Context: an optimization exercise on an open-source flow, tuned for small area. The choices shown serve that exercise and are no tape-out recipe.
Only simulation tests tie the RTL to the original design; equivalence was not proved.
No activity file was given, so power comes from the tool's default toggle rates.

Setup of run 2:
==> flow/design.v <==
package rule110_pkg;
  localparam int CELLS = 256;
  localparam int WORD  = 16;
  localparam int WORDS = CELLS / WORD;
  typedef enum logic {
    IDLE = 1'b0,
    RECV = 1'b1
  } rx_state_e;
endpackage
module rule110_step #(
  parameter int N = rule110_pkg::WORD
) (
  input  logic [N-1:0] cur_i,
  input  logic         l_i,
  input  logic         r_i,
  output logic [N-1:0] nxt_o
);
  logic [N-1:0] left;
  logic [N-1:0] right;
  assign left  = {l_i, cur_i[N-1:1]};
  assign right = {cur_i[N-2:0], r_i};
  assign nxt_o = (left & cur_i & ~right) | (~left & cur_i) | (~cur_i & right);
endmodule
module rule110_frame_rx
(
  input  logic             clk,
  input  logic             rst,
  input  logic [rule110_pkg::WORD-1:0]  word_in,
  input  logic             word_valid,
  input  logic             sof,
  input  logic             check_en,
  output logic [rule110_pkg::CELLS-1:0] frame_out,
  output logic             frame_valid,
  output logic             mismatch,
  output logic             sync_err,
  output logic [15:0]      frame_count,
  output logic [7:0]       err_count,
  output rule110_pkg::rx_state_e state_dbg
);
  localparam int CELLS = rule110_pkg::CELLS;
  localparam int WORD  = rule110_pkg::WORD;
  localparam int WORDS = rule110_pkg::WORDS;
  rule110_pkg::rx_state_e state_q;
  logic [3:0]             idx_q;
  logic [CELLS-WORD-1:0]  asm_q;      
  logic [CELLS-1:0]       frame_q;    
  logic                   have_prev_q;
  logic                   diff_q;     
  logic                   frame_valid_q;
  logic                   mismatch_q;
  logic                   sync_err_q;
  logic [15:0]            frame_count_q;
  logic [7:0]             err_count_q;
  logic                   recv;
  logic                   take;
  logic                   last;
  logic [WORDS-1:0]       sel;
  logic [CELLS+1:0]       ext;
  logic [WORD+1:0]        win;
  logic [WORD-1:0]        exp_w;
  logic                   diff_w;
  logic                   diff_all;
  logic                   mismatch_d;
  assign recv = (state_q == rule110_pkg::RECV);
  assign take = word_valid & (sof | recv);           
  assign last = word_valid & recv & ~sof & (idx_q == 4'(WORDS - 1));
  assign ext = {1'b0, frame_q, 1'b0};
  always_comb begin
    for (int w = 0; w < WORDS; w++)
      sel[w] = (w == 0) ? sof : (~sof & (idx_q == 4'(w)));
    win = '0;
    for (int w = 0; w < WORDS; w++)
      win = win | ({(WORD+2){sel[w]}} & ext[CELLS+1-WORD*w -: WORD+2]);
  end
  rule110_step #(.N(WORD)) u_step (
    .cur_i (win[WORD:1]),
    .l_i   (win[WORD+1]),
    .r_i   (win[0]),
    .nxt_o (exp_w)
  );
  assign diff_w     = (word_in != exp_w);
  assign diff_all   = diff_w | diff_q;
  assign mismatch_d = check_en & have_prev_q & diff_all;
  always_ff @(posedge clk) begin
    asm_q <= ({CELLS-WORD{word_valid}} & {asm_q[CELLS-2*WORD-1:0], word_in})
           | ({CELLS-WORD{~word_valid}} & asm_q);
  end
  logic ld_frame;
  logic hold_frame;
  assign ld_frame   = last & ~rst;
  assign hold_frame = ~last & ~rst;
  always_ff @(posedge clk) begin
    frame_q <= ({CELLS{ld_frame}} & {asm_q, word_in}) | ({CELLS{hold_frame}} & frame_q);
  end
  always_ff @(posedge clk) begin
    if (take) diff_q <= diff_w | (diff_q & ~sof);
  end
  always_ff @(posedge clk) begin
    if (rst) begin
      state_q       <= rule110_pkg::IDLE;
      idx_q         <= '0;
      have_prev_q   <= 1'b0;
      frame_valid_q <= 1'b0;
      mismatch_q    <= 1'b0;
      sync_err_q    <= 1'b0;
      frame_count_q <= '0;
      err_count_q   <= '0;
    end else begin
      frame_valid_q <= last;
      mismatch_q    <= last & mismatch_d;
      sync_err_q    <= word_valid & (recv ? sof : ~sof);
      if (take) begin
        state_q <= rule110_pkg::RECV;
        idx_q   <= sof ? 4'd1 : idx_q + 4'd1;
      end
      if (last) begin
        have_prev_q   <= 1'b1;
        frame_count_q <= frame_count_q + 16'd1;
        if (mismatch_d && (err_count_q != 8'hFF)) begin
          err_count_q <= err_count_q + 8'd1;
        end
        state_q <= rule110_pkg::IDLE;
      end
    end
  end
  assign frame_out   = frame_q;
  assign frame_valid = frame_valid_q;
  assign mismatch    = mismatch_q;
  assign sync_err    = sync_err_q;
  assign frame_count = frame_count_q;
  assign err_count   = err_count_q;
  assign state_dbg   = state_q;
endmodule
==> flow/config.mk <==
export PLATFORM = sky130hd
export DESIGN_NAME = rule110_frame_rx
export DESIGN_NICKNAME = rule110_frame_rx
export VERILOG_FILES = /design/flow/design.v
export SDC_FILE = /design/flow/constraint.sdc
export NUM_CORES = 4
export LEC_CHECK = 0
export ABC_AREA = 1
export CAP_MARGIN = 20
export CORE_MARGIN = 2
export CORE_UTILIZATION = 60
export PLACE_DENSITY = 0.7
export SLEW_MARGIN = 20
export BUFFER_PORTS_ARGS = -buffer_cell sky130_fd_sc_hd__buf_1
export CTS_ARGS = -sink_clustering_enable -repair_clock_nets -dont_use_dummy_load -buf_list {sky130_fd_sc_hd__clkbuf_8} -sink_clustering_size 16 -sink_clustering_max_diameter 45
==> flow/constraint.sdc <==
create_clock -name core_clock -period 5.0 [get_ports {clk}]
set_input_delay 1.0000 -clock core_clock [delete_from_list [all_inputs] [get_ports {clk}]]
set_output_delay 1.0000 -clock core_clock [all_outputs]
set_load 0.01 [all_outputs]
standard.sh (not shown) runs the stock make flow with config.mk's settings and CLKGATE_MAP_FILE= SYNTH_SCRIPT=/design/flow/synth_recipe.tcl, a recipe that flattens the netlist after the stock synthesis.
==> flow/flow/run.sh <==
#!/bin/bash
# The standard layout with three changes:
#  - after the standard synthesis (unchanged), the combinational gates are
#    re-mapped by ABC for area (flow/remap.ys); registers keep names and cells;
#  - port buffers use buf_1 instead of clkdlybuf4s50_1;
#  - the clock tree uses clkbuf_8 with larger sink clusters and no dummy loads.
set -e
cat >> config.mk <<'EOC'
export BUFFER_PORTS_ARGS = -buffer_cell sky130_fd_sc_hd__buf_1
export CTS_ARGS = -sink_clustering_enable -repair_clock_nets -dont_use_dummy_load -buf_list {sky130_fd_sc_hd__clkbuf_8} -sink_clustering_size 16 -sink_clustering_max_diameter 45
EOC
bash standard.sh synth > standard_synth.log 2>&1
R=orfs/results/$FLOW_PLATFORM/rule110_frame_rx/base
cp $R/1_2_yosys.v $R/1_2_yosys_std.v
LIB=$FLOW_HOME/platforms/$FLOW_PLATFORM/lib/sky130_fd_sc_hd__tt_025C_1v80.lib
sed -e "s|@LIB@|$LIB|g" -e "s|@IN@|$R/1_2_yosys_std.v|g" -e "s|@OUT@|$R/1_2_yosys_remap.v|g" \
    -e "s|@TOP@|$FLOW_TOP|g" -e "s|@ABC@|flow/remap.abc|g" -e "s|@STAT@|remap_stat.txt|g" \
    flow/remap.ys.in > remap.ys
YOSYS=$(command -v yosys || echo $FLOW_HOME/../tools/install/yosys/bin/yosys)
"$YOSYS" -s remap.ys > remap.log 2>&1
cp $R/1_2_yosys_remap.v $R/1_2_yosys.v
rm -f $R/1_synth.odb $R/1_synth.sdc
bash standard.sh > standard.log 2>&1
==> flow/flow/remap.abc <==
&get -n
&st
&dch
&nf -a -R 1000
&put
==> flow/flow/remap.ys.in <==
# Re-map the combinational logic of the standard synthesis for area. The
# flip-flops (and every other sequential cell) are kept as they are, with their
# names and cell types; only the gates between them are re-mapped.
read_liberty -ignore_miss_func @LIB@
read_verilog -defer @IN@
hierarchy -top @TOP@
setattr -mod -set keep_hierarchy 1 sky130_fd_sc_hd__*df* sky130_fd_sc_hd__*dl* sky130_fd_sc_hd__conb_1
flatten
delete t:$scopeinfo
rename -hide w:*.*
select -module @TOP@
opt -full
abc -liberty @LIB@ -dont_use sky130_fd_sc_hd__probe_p_8 -dont_use sky130_fd_sc_hd__probec_p_8 -dont_use sky130_fd_sc_hd__lpflow_* -script @ABC@
opt_clean -purge
hilomap -singleton -hicell sky130_fd_sc_hd__conb_1 HI -locell sky130_fd_sc_hd__conb_1 LO
insbuf -buf sky130_fd_sc_hd__buf_4 A X
opt_clean -purge
tee -o @STAT@ stat -liberty @LIB@
write_verilog -noattr -nohex -nodec -selected @OUT@
Run 2: flow completed, timing, DRC and antenna clean
Edits applied to the flow inputs when going from run 2 to run 4:
-- flow/design.v --
<<< run 2, line 56
  logic                   last;
  logic [WORDS-1:0]       sel;
  logic [CELLS+1:0]       ext;
  logic [WORD+1:0]        win;
  logic [WORD-1:0]        exp_w;
  logic                   diff_w;
  logic                   diff_all;
>>> run 4, line 56
  logic                   last;
  logic [WORDS-1:0]       sel;
  logic [WORD-1:0]        win;
  logic [1:0]             lo_q;       
  logic                   lft;
  logic [WORD-2:0]        exp_w;
  logic                   exp_prev;
  logic                   exp_last;
  logic                   diff_w;
  logic                   diff_all;
<<< run 2, line 65
  assign take = word_valid & (sof | recv);           
  assign last = word_valid & recv & ~sof & (idx_q == 4'(WORDS - 1));
  assign ext = {1'b0, frame_q, 1'b0};
  always_comb begin
    for (int w = 0; w < WORDS; w++)
>>> run 4, line 68
  assign take = word_valid & (sof | recv);           
  assign last = word_valid & recv & ~sof & (idx_q == 4'(WORDS - 1));
  always_comb begin
    for (int w = 0; w < WORDS; w++)
<<< run 2, line 71
    win = '0;
    for (int w = 0; w < WORDS; w++)
      win = win | ({(WORD+2){sel[w]}} & ext[CELLS+1-WORD*w -: WORD+2]);
  end
  rule110_step #(.N(WORD)) u_step (
    .cur_i (win[WORD:1]),
    .l_i   (win[WORD+1]),
    .r_i   (win[0]),
    .nxt_o (exp_w)
  );
  assign diff_w     = (word_in != exp_w);
  assign diff_all   = diff_w | diff_q;
  assign mismatch_d = check_en & have_prev_q & diff_all;
  always_ff @(posedge clk) begin
    asm_q <= ({CELLS-WORD{word_valid}} & {asm_q[CELLS-2*WORD-1:0], word_in})
>>> run 4, line 73
    win = '0;
    for (int w = 0; w < WORDS; w++)
      win = win | ({WORD{sel[w]}} & frame_q[CELLS-1-WORD*w -: WORD]);
  end
  assign lft = sof ? 1'b0 : lo_q[0];
  rule110_step #(.N(WORD-1)) u_step (
    .cur_i (win[WORD-1:1]),
    .l_i   (lft),
    .r_i   (win[0]),
    .nxt_o (exp_w)
  );
  assign exp_prev = (lo_q[0] ^ win[WORD-1]) | (lo_q[0] & ~lo_q[1]);
  assign exp_last = win[0];
  assign diff_w     = (word_in[WORD-1:1] != exp_w)
                    | (~sof & (asm_q[0] ^ exp_prev))
                    | (sel[WORDS-1] & (word_in[0] ^ exp_last));
  assign diff_all   = diff_w | diff_q;
  assign mismatch_d = check_en & have_prev_q & diff_all;
  always_ff @(posedge clk) begin
    if (take) lo_q <= win[1:0];
  end
  always_ff @(posedge clk) begin
    asm_q <= ({CELLS-WORD{word_valid}} & {asm_q[CELLS-2*WORD-1:0], word_in})
==> summary.txt <==
- The highest metal layer with signal wires comes out met4 in one run and met5 in the other, namely in run 2 and run 4 respectively.
- Compared with run 2, run 4 instantiates a larger number of standard cells.
- In the metrics for run 2 and run 4, the one carrying the lower effective utilization at floorplan is run 4.
- Measured against run 2, the maximum frequency of run 4 comes out at 0.879 times the reference value.
- Summary of run 4 over run 2: clock power comparable, hold slack now smaller, wire length after detailed routing now larger, instance count on the critical path now larger, first-pass GRT wire length now larger.
- Side by side, internal power of the cells turned out higher in run 4 than in run 2.
- Run 4 falls short of run 2 in detailed placer's ending HPWL.
- Run comparison: run 2 cell type of the slowest stage on the worst timing path sky130_fd_sc_hd__nor2_4; run 4 cell type of the slowest stage on the worst timing path sky130_fd_sc_hd__or3_1
- Compared with run 2, in run 4 sequential power barely changed, number of sinks handled by clock tree synthesis increased 0.38%.

-- port drivers added, routing unchanged --
How much do the figures lean on ideal ports? The routed layouts below were timed once more, with nothing changed but the port constraints. Step 1 sets driving cells, clkbuf_16 on the clock port and buf_2 on the other inputs (assumed; they add their load-dependent delay and slew). Step 2 times the ports against the registers' clock, not the clock port: input delays grow and output delays shrink by t, the midpoint of the rising clock arrivals with the driver on. Slacks: ideal / step 1 / step 2; pairs: ideal / step 1.
run	t (ns)	slack for setup (ns)	worst hold slack (ns)	worst setup path after step 2	clock arrival spread, ns
run 2	0.619	0.815 / 0.797 / 0.177	0.430 / 0.430 / 0.430	input to register	0.057 / 0.057
run 4	0.627	0.236 / 0.219 / -0.408	0.423 / 0.423 / 0.423	input to register	0.059 / 0.058
With both steps, setup timing fails in run 4, where it was met with ideal ports. For run 4, which loses most, drivers alone change the setup slack by -0.017 ns; drivers and shift together by -0.644 ns.
